From an optimization exercise on the open Yosys and OpenROAD flow, aimed at small area, a short achievable clock period and few clock cycles per item; shortcuts taken in it are not production practice.
Where RTL was checked, it was by simulation tests only, not by an equivalence proof against the original.
Only the layout flow was run in runs 2 and 3; the RTL was not checked for function there.

$ cat flow/design.v
package inv_pkg;
  typedef logic [32-1:0] modulus_t;
  typedef logic [32:0]   operand_t;    
  typedef logic [7-1:0]   count_t;
  typedef struct packed {
    operand_t u;
    operand_t v;
    operand_t r;
    operand_t s;
  } operands_t;
  typedef struct packed {
    operand_t x;
    operand_t y;
  } addsub_in_t;
  typedef enum logic [1:0] {
    SUB_U_V, SUB_V_U, SUB_R_P, SUB_P_R
  } sub_op_e;
  typedef enum logic [2:0] {
    UPD_HOLD, UPD_U_EVEN, UPD_V_EVEN, UPD_U_GT, UPD_V_GE, UPD_R_DIFF
  } upd_e;
  typedef enum logic [2:0] {
    IDLE, LOAD, STEP, WAIT_UNITS, RELEASE, REDUCE, FINAL, DONE
  } ctrl_state_e;
endpackage
`timescale 1ns/1ps
module inv_prefix #(
  parameter int W = 32
) (
  input  logic [W-1:0] g,
  input  logic [W-1:0] p,
  output logic [W-1:0] G,
  output logic [W-1:0] P
);
  always_comb begin
    G = g;
    P = p;
    for (int l = 0; (1 << l) < W; l++) begin
      for (int i = W - 1; i >= 0; i--) begin
        if (i[l]) begin
          int j;
          j = ((i >> l) << l) - 1;
          G[i] = G[i] | (P[i] & G[j]);
          P[i] = P[i] & P[j];
        end
      end
    end
  end
endmodule
module inv_top (
  input  logic        clk,
  input  logic        reset_n,
  input  logic        req,
  input  logic [31:0] p,
  input  logic [31:0] a,
  output logic        ack,
  output logic [31:0] inv,
  output logic [6:0]  k
);
  localparam int M  = 2;            
  localparam int TW = 3;            
  logic [31:0] u, v, r, s;
  logic        busy, fin, ack_q;
  logic [30:0] x, y, dg, dp, dG, dP, dc, D;
  logic        gt;
  assign x  = u[31:1];
  assign y  = v[31:1];
  assign dg = x & ~y;
  assign dp = ~(x ^ y);
  inv_prefix #(.W(31)) u_dpfx (.g(dg), .p(dp), .G(dG), .P(dP));
  assign gt = dG[30];
  assign dc = {dG[29:0] | (dP[29:0] & {30{gt}}), gt};
  assign D  = dp ^ dc ^ {31{~gt}};
  wire   term = dP[30] & (u[0] == v[0]);       
  logic [31:0] ra, sg, sp, sG, sP, sum;
  logic        sco;
  assign ra  = r ^ {32{fin}};
  assign sg  = ra & s;
  assign sp  = ra ^ s;
  inv_prefix #(.W(32)) u_spfx (.g(sg), .p(sp), .G(sG), .P(sP));
  wire [31:0] sc = {sG[30:0] | (sP[30:0] & {31{fin}}), fin};
  assign sum = sp ^ sc;
  assign sco = sG[31] | (sP[31] & fin);
  function automatic logic [M:0] tz1h(input logic [M:0] z);
    tz1h = '0;
    tz1h[M] = 1'b1;
    for (int i = M - 1; i >= 0; i--)
      if (z[i + 1]) tz1h = (M + 1)'(1) << i;
  endfunction
  wire          run = busy & ~fin;
  wire          eu  = run & ~u[0];
  wire          ev  = run & u[0] & ~v[0];
  wire          bo  = run & u[0] & v[0] & ~term;
  wire [M:0]    hu  = tz1h(u[M:0]) & {(M+1){eu}};     
  wire [M:0]    hv  = tz1h(v[M:0]) & {(M+1){ev}};     
  wire [M:0]    hd  = tz1h({D[M-1:0], 1'b0}) & {(M+1){bo}};   
  logic [31:0] Ds;
  always_comb begin
    Ds = '0;
    for (int j = 0; j <= M; j++)
      if (hd[j]) Ds = Ds | ({1'b0, D} >> j);
  end
  logic [31:0] u_n, v_n, r_n, s_n;
  logic [6:0]  k_inc;
  wire ugt = bo & gt;
  wire vgt = bo & ~gt;
  always_comb begin
    u_n = (eu | ugt) ? '0 : u;
    v_n = (ev | vgt) ? '0 : v;
    s_n = (eu | bo) ? '0 : s;
    r_n = (ev | bo | fin) ? '0 : r;
    k_inc = '0;
    for (int j = 0; j <= M; j++) begin
      if (hu[j]) begin
        u_n = u_n | (u >> (j + 1));
        s_n = s_n | (s << (j + 1));
      end
      if (hv[j]) begin
        v_n = v_n | (v >> (j + 1));
        r_n = r_n | (r << (j + 1));
      end
      if (hd[j] & gt) s_n = s_n | (s << (j + 1));
      if (hd[j] & ~gt) r_n = r_n | (r << (j + 1));
      if (hu[j] | hv[j] | hd[j]) k_inc = k_inc | 7'(j + 1);
    end
    if (ugt) u_n = u_n | Ds;
    if (vgt) v_n = v_n | Ds;
    if (ugt | (fin & sco)) r_n = r_n | sum;
    if (vgt) s_n = s_n | sum;
    if (fin & ~sco) r_n = r_n | (s << 1);
    if (run & term) k_inc = 7'd1;
  end
  always_ff @(posedge clk or negedge reset_n) begin
    if (!reset_n) begin
      busy  <= 1'b0;
      fin   <= 1'b0;
      ack_q <= 1'b0;
    end else begin
      if (ack_q && !req) ack_q <= 1'b0;
      if (!busy && !ack_q && req) busy <= 1'b1;
      if (run && term) fin <= 1'b1;
      if (fin) begin
        fin   <= 1'b0;
        busy  <= 1'b0;
        ack_q <= 1'b1;
      end
    end
  end
  always_ff @(posedge clk) begin
    if (!busy) begin
      u <= p;
      v <= a;
      s <= 32'd1;
      if (!ack_q) begin
        r <= '0;
        k <= '0;
      end
    end else begin
      u <= u_n;
      v <= v_n;
      s <= s_n;
      r <= r_n;
      k <= k + k_inc;
    end
  end
  assign ack = ack_q;
  assign inv = r;
endmodule
$ cat flow/run.sh
#!/bin/bash
# synth_recipe.tcl (not shown) runs the flow's synth.tcl, then flattens the netlist and writes it again
# the make line also repeats each setting of config.mk as NAME=value (left out here)
make -C /OpenROAD-flow-scripts/flow DESIGN_CONFIG=/design/flow/config.mk WORK_HOME=/design/flow/orfs CLKGATE_MAP_FILE= SYNTH_SCRIPT=/design/flow/synth_recipe.tcl finish
$ cat flow/config.mk
export PLATFORM = sky130hd
export DESIGN_NAME = inv_top
export DESIGN_NICKNAME = inv_top
export VERILOG_FILES = /design/flow/design.v
export SDC_FILE = /design/flow/constraint.sdc
export NUM_CORES = 4
export LEC_CHECK = 0
export CAP_MARGIN = 20
export CORE_MARGIN = 2
export CORE_UTILIZATION = 40
export SLEW_MARGIN = 20
$ cat flow/constraint.sdc
create_clock -name core_clock -period 4.5 [get_ports {clk}]
set_input_delay 0.9000 -clock core_clock [delete_from_list [all_inputs] [get_ports {clk}]]
set_output_delay 0.9000 -clock core_clock [all_outputs]
set_load 0.01 [all_outputs]
==> key figures, run 1 <==
Run
  – Max-Cap Viols: 0

Worst setup path
  – Critical path class: reg -> reg
  – Buffer and inverter count on the worst path: 1
  – CP max stage cell: fa_1
  – Critical Path, Cell by Cell: inv_1, ha_1, a211oi_2, o211ai_1, a221o_1, o21ai_4, nand3_4, mux2i_4, nor3_2, nand3_1, ha_1, fa_1, and3_1, nand3_1, xor2_1, nor2_1
  – Critical Path End Type: flip-flop
  – Slowest stage delay, CP: 0.43 ns
  – Crit path launch type: flip-flop
  – CP Max Fanout: 6
  – Worst Path Required: 4.67 ns
  – CP arrival: between 4 and 5 ns
  – Crit path max-delay family: compound AO/OA/AOI/OAI gates

Logic synthesis
  – Area contributors post-synth: dfxtp_1 (16%), edfxtp_1 (10%), ha_1 (6.8%), a21oi_1 (5.8%), a222oi_1 (5.5%)
  – Post-Synthesis Net Count: 1580
  – Number of flops mapped to enable cells by yosys: between 40 and 50
  – Distinct cells, synth: 89
  – Sequential fraction of the synthesis area: about a quarter
  – Synthesis-stage register bit count: 138
  – Post-synthesis async set-or-reset flop share: 2.17%
  – Synth top area share: 15.8%
  – Synth Flop Type: dfxtp_1
  – Syn. warnings: 3
  – Post-synth top area cell: dfxtp_1
  – Post-Synthesis Cells: 1447
  – Synthesized area: 11900 um2
  – Syn_area_per_cell: 8.24 um2

Floorplan
  – Die height: 177 um
  – Core area: a little under 30000 um2
  – DIE WIDTH: between 150 and 200 um
  – Rows: 63
  – I/O pins: 107
  – Initial core utilization: 40.4%
  – Area of the die: 31200 um2

Global route
  – Pin count of the biggest net entering global routing: 71
  – GRT Total Usage: 26.8%
  – Gr ovfl total: 0
  – Vias in the first global route: 12.3k
  – First-pass GRT wire length: 66800 um
  – Initial antenna violation count: 0

Detailed routing
  – Routed Antenna Nets: 0
  – WL final: ~42000 um
  – Total number of vias: 12.6k
  – Via density: 6.59
  – DRT iter0 DRCs: between 1.5k and 2k
  – Drt drc: 0
  – Drt pass-1 iters: 10
  – Drt wl/cell: between 20 and 25 um

Clock tree
  – Setup bufs post-CTS: 0
  – TritonCTS buffer count: 17
  – CTS tree: done
  – Clk sinks: 138
  – Clock Pin Slew Worst Setup and Hold Paths: around 0.07 ns
  – CTS H-tree depth: 4
  – Clock Tree Buf Depth: 2
  – Clk root buf: clkbuf_16
  – Worst-skew pair later-pin latency: roughly 0.45 ns

Cells and area
  – Most common cell after layout, fill and taps aside: a21oi_1
  – Post-route cell area: around 14000 um2
  – Commonest cells after routing, fill and taps aside: a21oi_1 (136), nand2_1 (130), clkdlybuf4s50_1 (106)
  – Final-layout fill cell count: roughly 2.9k
  – N_diodes: 0
  – Net count, final: 1648
  – Area Overhead vs Synth: 17.9%
  – Layout cells sized above 1: 9.36%

Timing
  – Worst Tran Pin Value: 0.961 ns
  – Final Hold Vio Count: 0
  – Period minus WS final: 4.15 ns
  – Unrepaired setup endpoints after global routing: false
  – Slew HR: 35.5%
  – Clock Skew: 0.0152 ns
  – Final setup viols: 0
  – Final Slew Violations: 0
  – Fmax: ~240 MHz
  – Final Cycle Share: between 90 and 100%
  – Setup TNS: 0 ns

Outcome
  – Run status: no timing/DRC/antenna violations

Placement
  – Area after DPL: 13500 um2
  – Port Buffer Count: around 110
  – Detailed placement HPWL: 28500 um
  – Routability cong.: 0.897

Min path
  – Worst hold path type: reg -> reg
cell families after synthesis:
logic type               Yosys count  synth area share (%)
flip-flops                       138                  26.7
XOR/XNOR                         115                  8.45
adder cells (fa/ha/maj)           66                  6.99
buffers and inverters            162                  5.59
AND/OR/NAND/NOR                  336                  12.9
AO/OA/AOI/OAI                    621                  38.4
multiplexers                       9                 0.955
final timing paths:
check,from,end,slack [ns],cells after the start
min reg2reg,s[29],s[31],0.51,2
max reg2reg,v[10],k[6],0.35,16
max,v[10],k[6],0.35,16
min in group asynchronous,reset_n,busy,0.64,1
min,s[29],s[31],0.51,2
max in group asynchronous,reset_n,fin,3.68,1
metal layers:
metal	up-vias	track usage [%]	wire (um)
met5	-	0	0
met4	0	9.44	1120
met3	83	4.19	3140
met2	622	45.6	20200
met1	6106	34.5	17700
li1	5829	-	-
worst reg2reg max path: stages, from the launching register on:
cell      delay (ns)
dfxtp_1         0.41
inv_1           0.07
ha_1            0.37
a211oi_2        0.28
o211ai_1        0.16
a221o_1         0.40
o21ai_4         0.30
nand3_4         0.17
mux2i_4         0.23
nor3_2          0.23
nand3_1         0.11
ha_1            0.24
fa_1            0.43
and3_1          0.19
nand3_1         0.10
xor2_1          0.15
nor2_1          0.05
timing repair:
action / 4_1_cts / 5_1_grt
resized for setup: 0 / 3
hold buffers: 0 / 0
setup endpoints to repair: 0 / 1
endpoints found under the hold margin: 0 / 0
final cells by class:
class | instances | area, um2 | share of cell area, %
clock buffers | 18 | 429 | 3.05
clock inverters | 14 | 100 | 0.712
inverters | 50 | 190 | 1.35
multi-input cells | 1147 | 8130 | 57.9
flip-flops and latches | 138 | 3190 | 22.7
well taps | 390 | 488 | 3.47
repair buffers | 161 | 1520 | 10.8
registers in the layout, indices dropped and copies added (netlist names):
signal / cells
ack_q: 1
busy: 1
fin: 1
k: 7
r: 32
s: 32
u: 32
v: 32
metrics by stage:
| step | worst slack, ns | hold WS [ns] | std cells | utilization, % |
|---|---|---|---|---|
| final | 0.351 | 0.514 | 1918 | 47.7 |
| after global routing | 0.0513 | 0.555 | 1918 | 47.7 |
| after CTS | 0.284 | 0.519 | 1918 | 47.6 |
| after detailed placement | 0.287 | 0.503 | 1886 | 45.8 |
| after global placement | 0.373 | 0.515 | 1886 | 45.8 |
| after floorplan | 0.360 | 0.473 | 1447 | - |
cells in the mapped netlist (all sizes together), types with 14 or more instances:
cell type	number
a21o	15
a21oi	139
a221o	56
a221oi	57
a222oi	66
a22oi	43
a31oi	47
buf	40
clkbuf	72
dfxtp	94
edfxtp	41
ha	65
inv	50
nand2	132
nand3	26
nor2	104
nor3	14
o211ai	15
o21a	14
o21ai	68
o22ai	25
xnor2	70
xor2	45
Testbench counts, summed over its fixed seeds: cycles 11,310, items 384.
==> run 2: changes to the inputs <==
--- a/flow/design.v
+++ b/flow/design.v
@@ -91,6 +91,6 @@
   wire          ev  = run & u[0] & ~v[0];
-  wire          bo  = run & u[0] & v[0] & ~term;
+  wire          bo  = run & u[0] & v[0];             
   wire [M:0]    hu  = tz1h(u[M:0]) & {(M+1){eu}};     
   wire [M:0]    hv  = tz1h(v[M:0]) & {(M+1){ev}};     
-  wire [M:0]    hd  = tz1h({D[M-1:0], 1'b0}) & {(M+1){bo}};   
+  wire [M:0]    hd  = tz1h({~dp[M-1:0], 1'b0}) & {(M+1){bo}};   
   logic [31:0] Ds;
@@ -108,4 +108,4 @@
     v_n = (ev | vgt) ? '0 : v;
-    s_n = (eu | bo) ? '0 : s;
-    r_n = (ev | bo | fin) ? '0 : r;
+    s_n = (eu | (bo & ~term)) ? '0 : s;
+    r_n = (ev | (bo & ~term) | fin) ? '0 : r;
     k_inc = '0;
@@ -121,3 +121,3 @@
       if (hd[j] & gt) s_n = s_n | (s << (j + 1));
-      if (hd[j] & ~gt) r_n = r_n | (r << (j + 1));
+      if (hd[j] & ~gt & ~term) r_n = r_n | (r << (j + 1));
       if (hu[j] | hv[j] | hd[j]) k_inc = k_inc | 7'(j + 1);
@@ -127,5 +127,4 @@
     if (ugt | (fin & sco)) r_n = r_n | sum;
-    if (vgt) s_n = s_n | sum;
+    if (vgt & ~term) s_n = s_n | sum;
     if (fin & ~sco) r_n = r_n | (s << 1);
-    if (run & term) k_inc = 7'd1;
   end
@@ -161,3 +160,3 @@
       r <= r_n;
-      k <= k + k_inc;
+      k <= (run & term) ? k + 1'b1 : k + k_inc;
     end
--- a/flow/config.mk
+++ b/flow/config.mk
@@ -10,2 +10,3 @@
 export CORE_UTILIZATION = 40
+export SETUP_SLACK_MARGIN = 1.0
 export SLEW_MARGIN = 20
==> run 2 against run 1 <==
Global-route usage rose by 4.5 points. Design area rose by 19%. Flip-flop and latch count did not move. Worst hold slack improved by 0.022 ns. Area after synthesis rose by 6.8%. Clock skew barely moved. Register-to-register slack improved by 0.48 ns. Maximum frequency rose by 13%. Cell count rose by 13%. Highest routed layer unchanged.
==> key figures, run 2 <==
Outcome
  – Run status: no timing/DRC/antenna violations (unchanged)

Logic synthesis
  – Synth top cells by count: nand2_1 (165), a21oi_1 (127), nor2_1 (102) (was a21oi_1 (137), nand2_1 (131), nor2_1 (102))
  – Distinct cells, synth: 92 (was 89)
  – Post-Synthesis Cells: 1583 (was 1447)
  – Post-Synthesis Net Count: 1716 (was 1580)
  – Synth top area share: 14.8% (was 15.8%)
  – Sequential fraction of the synthesis area: 25.0% (was 26.7%)
  – Number of flops mapped to enable cells by yosys: 41 (unchanged)
  – Syn. warnings: 3 (unchanged)
  – Syn_area_per_cell: 8.04 um2 (was 8.24 um2)
  – Synthesis-stage register bit count: 138 (unchanged)
  – Most frequent cell after synthesis: nand2_1 (was a21oi_1)
  – Synthesized area: 12700 um2 (was 11900 um2)
  – Synth Flop Type: dfxtp_1 (unchanged)
  – Area contributors post-synth: dfxtp_1 (15%), edfxtp_1 (9.7%), ha_1 (6.4%), a221o_1 (5.9%), a21oi_1 (5.0%) (was dfxtp_1 (16%), edfxtp_1 (10%), ha_1 (6.8%), a21oi_1 (5.8%), a222oi_1 (5.5%))
  – Post-synth top area cell: dfxtp_1 (unchanged)
  – Post-synthesis async set-or-reset flop share: 2.17% (unchanged)

Timing
  – Final setup viols: 0 (unchanged)
  – Clock Skew: 0.0155 ns (was 0.0152 ns)
  – Unrepaired setup endpoints after global routing: true (was false)
  – Worst Tran Pin Value: 0.899 ns (was 0.961 ns)
  – Fmax: 273 MHz (was 241 MHz)
  – Final Hold Vio Count: 0 (unchanged)
  – Final Cycle Share: 81.5% (was 92.2%)
  – Final Slew Violations: 0 (unchanged)
  – Period minus WS final: 3.67 ns (was 4.15 ns)
  – Setup TNS: 0 ns (unchanged)
  – Slew HR: 40.1% (was 35.5%)

Global route
  – Gr ovfl total: 0 (unchanged)
  – GRT met1 Usage: 44.4% (was 34.5%)
  – Pin count of the biggest net entering global routing: 72 (was 71)
  – Met2 GRT Util: 45.7% (was 45.6%)
  – Initial antenna violation count: 0 (unchanged)
  – Gr busiest metal: met2 (unchanged)
  – Met3 Use GR: 7.42% (was 4.19%)
  – GRT Total Usage: 31.3% (was 26.8%)
  – First-pass GRT wire length: 81700 um (was 66800 um)
  – Vias in the first global route: 14.0k (was 12.3k)

Worst setup path
  – Critical path class: reg -> reg (unchanged)
  – Critical Path End Type: flip-flop (unchanged)
  – Worst Path Required: 4.81 ns (was 4.67 ns)
  – CP arrival: 3.97 ns (was 4.32 ns)
  – Crit path launch type: flip-flop (unchanged)
  – CP Max Fanout: 6 (unchanged)

Run
  – Max-Cap Viols: 0 (unchanged)

Placement
  – Routability cong.: 0.942 (was 0.897)
  – Port Buffer Count: 106 (unchanged)
  – Detailed placement HPWL: 34900 um (was 28500 um)

Detailed routing
  – WL final: 54200 um (was 42200 um)
  – Drt wl/cell: 25.1 um (was 22.0 um)
  – DRT iter0 DRCs: 2178 (was 1657)
  – Drt drc: 0 (unchanged)
  – Via density: 6.94 (was 6.59)
  – Total number of vias: 15.0k (was 12.6k)
  – Routed Antenna Nets: 0 (unchanged)
  – Drt pass-1 iters: 9 (was 10)

Cells and area
  – Final core occ: 53.0% (was 47.7%)
  – Area Overhead vs Synth: 31.0% (was 17.9%)
  – Commonest cells after routing, fill and taps aside: nand2_1 (155), buf_4 (132), a21oi_1 (111) (was a21oi_1 (136), nand2_1 (130), clkdlybuf4s50_1 (106))
  – Most common cell after layout, fill and taps aside: nand2_1 (was a21oi_1)
  – Final-layout fill cell count: 2904 (was 2864)
  – Layout cells sized above 1: 21.5% (was 9.36%)
  – Net count, final: 1878 (was 1648)

Floorplan
  – Core area: 31500 um2 (was 29500 um2)
  – DIE WIDTH: 182 um (was 177 um)
  – Rows: 65 (was 63)
  – Initial core utilization: 40.4% (about the same)
  – Die height: 182 um (was 177 um)
  – I/O pins: 107 (unchanged)
  – Area of the die: 33300 um2 (was 31200 um2)

Clock tree
  – CTS H-tree depth: 4 (unchanged)
  – Worst-skew pair later-pin latency: 0.46 ns (was 0.45 ns)
  – Clk root buf: clkbuf_16 (unchanged)
  – Clock Pin Slew Worst Setup and Hold Paths: 0.07 ns (about the same)
  – Clk sinks: 138 (unchanged)
  – TritonCTS buffer count: 17 (unchanged)
  – CTS tree: done (unchanged)
  – Hold_buf cts: 0 (unchanged)
  – Clock Tree Buf Depth: 2 (unchanged)

Min path
  – Worst hold path type: reg -> reg (unchanged)
-- run 2: layout make-up --
type                    instances  area (um2)  area share, %
multi-input cells            1264        9650           57.9
flip-flops and latches        138        3240           19.4
repair buffers                261        2450           14.7
well taps                     402         503           3.02
clock buffers                  19         433           2.60
inverters                      63         239           1.43
clock inverters                13         168           1.01
diodes                          1        2.50         0.0150
-- run 2: worst paths after layout --
check	start	endpoint	slack [ns]	cells past startpoint
max in group asynchronous	reset_n	busy	3.68	1
worst max register to register	fin	r[14]	0.83	14
worst min-delay path	v[30]	v[30]	0.54	2
worst min register to register	v[30]	v[30]	0.54	2
min in group asynchronous	reset_n	fin	0.63	1
worst max-delay path	fin	r[14]	0.83	14
-- run 2: worst max-delay path: stages (launching register included) --
cell	delay, ns
dfrtp_2	0.51
buf_6	0.16
xor2_1	0.16
ha_1	0.31
a211oi_2	0.08
o21bai_2	0.25
nand3_2	0.18
a21bo_4	0.24
o31a_1	0.34
a211oi_4	0.39
buf_4	0.18
o211ai_1	0.08
buf_4	0.19
a211o_1	0.27
a41oi_2	0.18
-- run 2: cells by family after synthesis --
| logic type | after synthesis | synth area share (%) |
|---|---|---|
| flip-flops | 138 | 25.0 |
| AO/OA/AOI/OAI | 669 | 39.6 |
| AND/OR/NAND/NOR | 432 | 15.9 |
| adder cells (fa/ha/maj) | 66 | 6.55 |
| multiplexers | 8 | 0.629 |
| XOR/XNOR | 87 | 6.54 |
| buffers and inverters | 183 | 5.79 |
-- run 2: stage by stage --
stage | hold slack, ns | setup WS [ns] | instance area, um2 | std cells
CTS | 0.543 | 0.980 | 15800 | 2116
finish | 0.536 | 0.834 | 16700 | 2161
global placement | 0.529 | 0.364 | 14400 | 2036
global route | 0.554 | 0.779 | 16700 | 2160
floorplan | 0.489 | 0.987 | 12800 | 1583
detailed placement | 0.536 | 0.293 | 14400 | 2036
-- run 2: routing by layer --
layer  vias to the layer above  share of wire, %  wire, um
met5                         -                 0         0
met4                         0               3.5      1880
met3                       146                12      6500
met2                      1039                43     23200
met1                      7175                42     22600
li1                       6636                 -         -
-- run 2: timing repair --
item / in CTS / in global routing
setup endpoints to repair: 130 / 127
resized for setup: 88 / 135
buffers inserted: 43 / 41
cloned: 5 / 3
pin swaps: 20 / 42
==> run 3: changes to the inputs <==
--- a/flow/config.mk
+++ b/flow/config.mk
@@ -10,3 +10,2 @@
 export CORE_UTILIZATION = 40
-export SETUP_SLACK_MARGIN = 1.0
 export SLEW_MARGIN = 20
==> run 3 against run 2 <==
Sequential share of layout area increased by 1.9 points. Design area shrank 10%. Cell count is 4.3% lower. Die area stayed put.
==> key figures, run 3 <==
Global route
  – First-pass GRT wire length: 77700 um (was 81700 um)
  – Vias in the first global route: 13.5k (was 14.0k)
  – Initial antenna violation count: 1 (was 0)
  – GRT Total Usage: 29.6% (was 31.3%)
  – Pin count of the biggest net entering global routing: 56 (was 72)
  – Gr ovfl total: 0 (unchanged)

Worst setup path
  – Crit path launch type: flip-flop (unchanged)
  – Worst reg2reg path endpoint: r[18] (was r[14])
  – Critical path class: reg -> reg (unchanged)
  – Worst Path Required: 4.78 ns (was 4.81 ns)
  – Reg2reg path depth: 12 (was 14)
  – Critical Path End Type: flip-flop (unchanged)
  – Reg-to-reg critical path startpoint: v[2] (was fin)
  – CP arrival: 4.47 ns (was 3.97 ns)
  – CP Max Fanout: 22 (was 6)
  – Flop2flop setup slack: 0.31 ns (was 0.83 ns)

Timing
  – Final Cycle Share: 93.1% (was 81.5%)
  – Period minus WS final: 4.19 ns (was 3.67 ns)
  – Setup TNS: 0 ns (unchanged)
  – Fmax: 239 MHz (was 273 MHz)
  – Slew HR: 28.3% (was 40.1%)
  – Unrepaired setup endpoints after global routing: false (was true)
  – Final setup viols: 0 (unchanged)
  – Worst Tran Pin Value: 1.08 ns (was 0.899 ns)
  – Final Slew Violations: 0 (unchanged)
  – Clock Skew: 0.0105 ns (was 0.0155 ns)
  – Final Hold Vio Count: 0 (unchanged)
  – Worst Slack Setup Final: 0.310 ns (was 0.834 ns)

Cells and area
  – Layout cells sized above 1: 8.76% (was 21.5%)
  – Area Overhead vs Synth: 17.4% (was 31.0%)
  – Storage element area: 3190 um2 (was 3240 um2)
  – Final core occ: 47.5% (was 53.0%)
  – N_diodes: 0 (was 1)
  – Commonest cells after routing, fill and taps aside: nand2_1 (164), a21oi_1 (126), clkdlybuf4s50_1 (106) (was nand2_1 (155), buf_4 (132), a21oi_1 (111))
  – Most common cell after layout, fill and taps aside: nand2_1 (unchanged)
  – Multi-input logic area: 8860 um2 (was 9650 um2)
  – Final-layout fill cell count: 3032 (was 2904)
  – Net count, final: 1786 (was 1878)
  – Post-route cell area: 14900 um2 (was 16700 um2)

Detailed routing
  – WL final: 50100 um (was 54200 um)
  – WL met2: 21500 um (was 23200 um)
  – Drt wl/cell: 24.2 um (was 25.1 um)
  – DRT iter0 DRCs: 2067 (was 2178)
  – Routed Antenna Nets: 0 (unchanged)
  – WL met3: 5430 um (was 6500 um)
  – Top sig layer: met4 (unchanged)
  – Total number of vias: 14.2k (was 15.0k)
  – Via density: 6.86 (was 6.94)
  – Drt drc: 0 (unchanged)
  – Drt pass-1 iters: 9 (unchanged)
  – Metal-1 WL: 22000 um (was 22600 um)

Placement
  – Port Buffer Count: 106 (unchanged)
  – Area after DPL: 14300 um2 (was 14400 um2)
  – Routability cong.: 0.931 (was 0.942)
  – Detailed placement HPWL: 34200 um (was 34900 um)
  – Worst slack, placed: 0.375 ns (was 0.293 ns)

Clock tree
  – Hold_buf cts: 0 (unchanged)
  – Clk root buf: clkbuf_16 (unchanged)
  – CTS H-tree depth: 4 (unchanged)
  – CTS tree: done (unchanged)
  – TritonCTS buffer count: 17 (unchanged)
  – Clock Tree Buf Depth: 2 (unchanged)
  – Worst-skew pair later-pin latency: 0.45 ns (was 0.46 ns)
  – Setup bufs post-CTS: 0 (was 43)
  – Clock Pin Slew Worst Setup and Hold Paths: 0.06 ns (was 0.07 ns)
  – Clk sinks: 138 (unchanged)

Logic synthesis
  – Syn. warnings: 3 (unchanged)
  – Post-synthesis async set-or-reset flop share: 2.17% (unchanged)
  – Area contributors post-synth: dfxtp_1 (15%), edfxtp_1 (9.7%), ha_1 (6.4%), a221o_1 (5.9%), a21oi_1 (5.0%) (unchanged)
  – Syn_area_per_cell: 8.04 um2 (unchanged)
  – Most frequent cell after synthesis: nand2_1 (unchanged)
  – Post-synth top area cell: dfxtp_1 (unchanged)
  – Synth top cells by count: nand2_1 (165), a21oi_1 (127), nor2_1 (102) (unchanged)
  – Distinct cells, synth: 92 (unchanged)
  – Synthesis-stage register bit count: 138 (unchanged)
  – Post-Synthesis Net Count: 1716 (unchanged)
  – Post-Synthesis Cells: 1583 (unchanged)
  – Sequential fraction of the synthesis area: 25.0% (unchanged)
  – Synthesized area: 12700 um2 (unchanged)
  – Number of flops mapped to enable cells by yosys: 41 (unchanged)
  – Synth top area share: 14.8% (unchanged)
  – Synth Flop Type: dfxtp_1 (unchanged)

Floorplan
  – I/O pins: 107 (unchanged)
  – Initial core utilization: 40.4% (unchanged)
  – Die height: 182 um (unchanged)
  – Area of the die: 33300 um2 (unchanged)
  – DIE WIDTH: 182 um (unchanged)
  – Core area: 31500 um2 (unchanged)
  – Rows: 65 (unchanged)

Min path
  – Worst hold path type: reg -> reg (unchanged)
  – Hold worst-path end: v[0] (was v[30])
  – Hold depth: 2 (unchanged)
  – Hold path startpoint: v[0] (was v[30])

Outcome
  – Run status: no timing/DRC/antenna violations (unchanged)

Run
  – Max-Cap Viols: 0 (unchanged)
run 3: cell types whose count changed in the layout (fill, tap and decap cells not counted), moves of 11 or more:
cell,delta
dfxtp_2,-25
a21oi_1,+15
ha_2,-14
buf_4,-67
o21ai_0,+15
dfxtp_1,+29
a21oi_2,-12
ha_1,+25
ha_4,-11
run 3: kinds of logic (layout without fill, tap and decap cells):
family / after synthesis / count (layout) / share of synthesized area (%)
AO/OA/AOI/OAI: 669 / 669 / 39.6
XOR/XNOR: 87 / 87 / 6.54
adder cells (fa/ha/maj): 66 / 66 / 6.55
buffers and inverters: 183 / 266 / 5.79
flip-flops: 138 / 138 / 25.0
multiplexers: 8 / 8 / 0.629
AND/OR/NAND/NOR: 432 / 432 / 15.9
run 3: stage by stage:
stage / hold slack, ns / std cells
6_report: 0.548 / 2068
5_1_grt: 0.587 / 2068
4_1_cts: 0.546 / 2068
3_5_place_dp: 0.538 / 2036
3_3_place_gp: 0.530 / 2036
2_1_floorplan: 0.489 / 1583
run 3: how the worst max path moves through the flow:
stage	startpoint	cells past startpoint	endpoint	slack (ns)
6_report	v[2]	12	r[18]	0.31
2_1_floorplan	fin	14	r[5]	0.34
3_3_place_gp	r[0]	12	r[1]	0.43
5_1_grt	r[0]	12	r[1]	0.14
4_1_cts	r[0]	12	r[1]	0.34
3_5_place_dp	r[0]	12	r[1]	0.37
run 3: timing repair:
action / in CTS / in global routing
endpoints found under the hold margin: 0 / 0
gates resized for setup: 0 / 1
endpoints found under the setup margin: 0 / 1
run 3: area by class of cell:
class | instances | share of cell area (%)
Clock buffer | 19 | 3.04
Clock inverter | 13 | 0.996
Inverter | 63 | 1.60
Multi-Input combinational cell | 1262 | 59.3
Sequential cell | 138 | 21.3
Tap cell | 402 | 3.37
Timing Repair Buffer | 171 | 10.4
run 3: routing by layer:
metal  global-route usage [%]  vias up
li1                         -     6435
met1                     42.1     6787
met2                     44.6      874
met3                     6.15       84
met4                     9.81        0
met5                        0        -
run 3: critical path, cell delays in order (launching register included):
cell	delay (ns)
dfxtp_1	0.50
inv_1	0.12
ha_1	0.33
a21oi_2	0.30
o22ai_1	0.25
o211a_1	0.30
o21ai_1	0.41
buf_4	0.22
and3_1	0.19
a21o_1	0.84
a222oi_1	0.20
a31o_2	0.29
o21ai_0	0.07
==> run 4: changes to the inputs <==
--- a/flow/design.v
+++ b/flow/design.v
@@ -73,7 +73,6 @@
   wire   term = dP[30] & (u[0] == v[0]);       
-  logic [31:0] ra, sg, sp, sG, sP, sum;
+  logic [31:0] sg, sp, sG, sP, sum;
   logic        sco;
-  assign ra  = r ^ {32{fin}};
-  assign sg  = ra & s;
-  assign sp  = ra ^ s;
+  assign sg  = r & s;
+  assign sp  = r ^ s;
   inv_prefix #(.W(32)) u_spfx (.g(sg), .p(sp), .G(sG), .P(sP));
@@ -109,3 +108,3 @@
     s_n = (eu | (bo & ~term)) ? '0 : s;
-    r_n = (ev | (bo & ~term) | fin) ? '0 : r;
+    r_n = (ev | (bo & ~term) | fin) ? '0 : (r ^ {32{run & term}});
     k_inc = '0;
--- a/flow/config.mk
+++ b/flow/config.mk
@@ -10,2 +10,3 @@
 export CORE_UTILIZATION = 40
+export SETUP_SLACK_MARGIN = 1.0
 export SLEW_MARGIN = 20
==> run 4 against run 3 <==
Still clean. Sequential share of layout area down 0.46 points. Count of clock-buffer cells in the layout fell by 2. Cell count down 1.4%. Register-to-register slack improved by 0.75 ns. Flip-flop and latch count did not move. Critical path type unchanged. Critical endpoint is now u[19].
==> key figures, run 4 <==
Outcome
  – Run status: no timing/DRC/antenna violations (unchanged)

Timing
  – Final Cycle Share: 76.4% (was 93.1%)
  – Slew HR: 50.5% (was 28.3%)
  – Final Slew Violations: 0 (unchanged)
  – Final setup viols: 0 (unchanged)
  – Setup TNS: 0 ns (unchanged)
  – Period minus WS final: 3.44 ns (was 4.19 ns)
  – Final Hold Vio Count: 0 (unchanged)
  – Fmax: 291 MHz (was 239 MHz)
  – Worst Tran Pin Value: 0.743 ns (was 1.08 ns)
  – Clock Skew: 0.0126 ns (was 0.0105 ns)
  – Unrepaired setup endpoints after global routing: true (was false)

Global route
  – Initial antenna violation count: 0 (was 1)
  – Pin count of the biggest net entering global routing: 70 (was 56)
  – GRT Total Usage: 29.1% (was 29.6%)
  – Gr ovfl total: 0 (unchanged)
  – Vias in the first global route: 12.7k (was 13.5k)
  – First-pass GRT wire length: 72600 um (was 77700 um)

Clock tree
  – TritonCTS buffer count: 17 (unchanged)
  – CTS tree: done (unchanged)
  – Clock Tree Buf Depth: 2 (unchanged)
  – Clk sinks: 138 (unchanged)
  – Clock Pin Slew Worst Setup and Hold Paths: 0.07 ns (was 0.06 ns)
  – Worst-skew pair later-pin latency: 0.44 ns (was 0.45 ns)
  – CTS H-tree depth: 4 (unchanged)
  – Clk root buf: clkbuf_16 (unchanged)

Logic synthesis
  – Area contributors post-synth: dfxtp_1 (15%), edfxtp_1 (10%), ha_1 (6.7%), xnor2_1 (6.2%), a221o_1 (5.4%) (was dfxtp_1 (15%), edfxtp_1 (9.7%), ha_1 (6.4%), a221o_1 (5.9%), a21oi_1 (5.0%))
  – Synthesis-stage register bit count: 138 (unchanged)
  – Post-synth top area cell: dfxtp_1 (unchanged)
  – Post-synthesis async set-or-reset flop share: 2.17% (unchanged)
  – Synth top cells by count: nand2_1 (167), nor2_1 (131), a21oi_1 (98) (was nand2_1 (165), a21oi_1 (127), nor2_1 (102))
  – Synthesized area: 12200 um2 (was 12700 um2)
  – Syn. warnings: 3 (unchanged)
  – Syn_area_per_cell: 8.19 um2 (was 8.04 um2)
  – Synth Flop Type: dfxtp_1 (unchanged)
  – Post-Synthesis Cells: 1488 (was 1583)
  – Sequential fraction of the synthesis area: 26.1% (was 25.0%)
  – Number of flops mapped to enable cells by yosys: 41 (unchanged)
  – Distinct cells, synth: 92 (unchanged)
  – Post-Synthesis Net Count: 1622 (was 1716)
  – Most frequent cell after synthesis: nand2_1 (unchanged)
  – Synth top area share: 15.4% (was 14.8%)

Worst setup path
  – Worst Path Required: 4.87 ns (was 4.78 ns)
  – Crit path launch type: flip-flop (unchanged)
  – Reg2reg path depth: 14 (was 12)
  – Critical path class: reg -> reg (unchanged)
  – CP arrival: 3.81 ns (was 4.47 ns)
  – Critical Path End Type: flip-flop (unchanged)
  – CP Max Fanout: 18 (was 22)

Floorplan
  – Area of the die: 31900 um2 (was 33300 um2)
  – Rows: 63 (was 65)
  – DIE WIDTH: 179 um (was 182 um)
  – I/O pins: 107 (unchanged)
  – Die height: 179 um (was 182 um)
  – Core area: 29800 um2 (was 31500 um2)
  – Initial core utilization: 40.9% (was 40.4%)

Detailed routing
  – Drt drc: 0 (unchanged)
  – Drt pass-1 iters: 6 (was 9)
  – DRT iter0 DRCs: 1859 (was 2067)
  – Drt wl/cell: 23.4 um (was 24.2 um)
  – Via density: 6.61 (was 6.86)
  – Total number of vias: 13.5k (was 14.2k)
  – WL final: 47800 um (was 50100 um)
  – Routed Antenna Nets: 0 (unchanged)

Cells and area
  – Net count, final: 1770 (was 1786)
  – Most common cell after layout, fill and taps aside: nand2_1 (unchanged)
  – Post-route cell area: 15500 um2 (was 14900 um2)
  – Commonest cells after routing, fill and taps aside: nand2_1 (161), nor2_1 (117), buf_4 (108) (was nand2_1 (164), a21oi_1 (126), clkdlybuf4s50_1 (106))
  – N_diodes: 0 (unchanged)
  – Area Overhead vs Synth: 26.9% (was 17.4%)
  – Layout cells sized above 1: 19.8% (was 8.76%)

Min path
  – Worst hold path type: reg -> reg (unchanged)
  – Hold depth: 2 (unchanged)

Placement
  – Detailed placement HPWL: 31400 um (was 34200 um)
  – Routability cong.: 0.968 (was 0.931)
  – Area after DPL: 13800 um2 (was 14300 um2)
  – Port Buffer Count: 106 (unchanged)

Run
  – Max-Cap Viols: 0 (unchanged)
-- run 4: changes by cell type in the layout (fill, tap and decap cells not counted), sizes merged, moves of 11 or more --
cell    before  now
o22ai       36   15
buf         65  125
nor2       103  136
a222oi      56   44
o221ai       6   23
a31oi       30   19
o21ai       71   96
a41oi       27    2
xor2        45   19
xnor2       38   89
a21oi      128   99
nor3        27   15
-- run 4: repair_timing --
action	CTS	global route
cloned	2	3
setup buffers	20	33
pin swaps	10	31
gates resized for setup	50	98
hold buffers	0	0
setup endpoints to repair	126	103
-- run 4: area by class of cell --
class,count,area [um2]
clock buffers,17,425
fillers,2825,14300
repair buffers,233,2180
clock inverters,15,155
inverters,51,199
well taps,390,488
multi-input cells,1195,8800
flip-flops and latches,138,3230
-- run 4: logic make-up (layout without fill, tap and decap cells) --
family,after synthesis,count (layout),synth area share (%)
mux,7,7,0.595
buf+inv,157,316,6.57
compound gates,586,586,35.8
flops,138,138,26.1
simple gates,424,426,15.6
fa+ha+maj,67,67,7.00
xor+xnor,109,109,8.22
-- run 4: per-stage QoR --
step / cells / util (%) / worst slack (ns) / hold slack [ns]
after floorplan: 1488 / - / 1.01 / 0.485
after global placement: 1948 / 46.2 / 0.557 / 0.527
after detailed placement: 1948 / 46.2 / 0.482 / 0.529
after CTS: 2002 / 49.4 / 1.00 / 0.540
after global routing: 2039 / 51.9 / 0.904 / 0.601
final: 2039 / 51.9 / 1.06 / 0.543
-- run 4: worst paths after layout --
| path | from | end | slack [ns] |
|---|---|---|---|
| max in group asynchronous | reset_n | busy | 3.68 |
| worst max-delay path | u[2] | u[19] | 1.06 |
| worst min-delay path | s[22] | s[24] | 0.54 |
| worst max register to register | u[2] | u[19] | 1.06 |
| min in group asynchronous | reset_n | fin | 0.65 |
| worst min register to register | s[22] | s[24] | 0.54 |
-- run 4: routing by layer --
layer / routed length, um / global-route usage, % / vias to the layer above
met1: 19500 / 39.3 / 6504
met2: 22200 / 46.6 / 785
met3: 4390 / 4.75 / 121
met5: 0 / 0 / -
li1: - / - / 6062
met4: 1640 / 10.9 / 0
-- run 4: worst max-delay path, cell delays in order, from the launching register on --
cell and delay [ns]:
dfxtp_1 0.42, ha_1 0.42, buf_12 0.19, nand4_1 0.20, buf_4 0.20, nor4_2 0.27
buf_4 0.16, or3_1 0.10, o22ai_1 0.06, a21o_1 0.23, o21bai_2 0.21, o21ai_0 0.11
a221o_1 0.37, or3_1 0.32, a21oi_1 0.12
Testbench counts of run 4, summed over its fixed seeds: cycles 11,310, items 384.

==> what the ideal ports hide <==
No port has a modelled driver above. Below, the same layouts with a new extraction and two added sets of constraints. Step 1 (the two cells are an assumption about what drives the block):
set clk [get_ports {clk}]
set_driving_cell -lib_cell sky130_fd_sc_hd__clkbuf_16 $clk
set_driving_cell -lib_cell sky130_fd_sc_hd__buf_2 [delete_from_list [all_inputs] $clk]
Step 2 adds t to the input delays and takes it off the output delays; t is the mean of the earliest and latest rising clock arrival at the registers after step 1. Input paths then give back, and output paths get back, about the clock's delay inside the block. Three values: ideal ports, drivers, drivers and shift; two values: the first two.
run	t, ns	setup slack, ns	slew at the worst register clock pin (ns)	worst data-port slew with drivers (ns)
run 1	0.489	0.351 / 0.351 / 0.351	0.07 / 0.07	0.04
run 2	0.512	0.834 / 0.834 / 0.834	0.07 / 0.07	0.04
run 3	0.496	0.310 / 0.310 / 0.310	0.07 / 0.07	0.05
run 4	0.489	1.064 / 1.064 / 1.064	0.08 / 0.08	0.05
After both steps setup and hold are still met in every run listed.
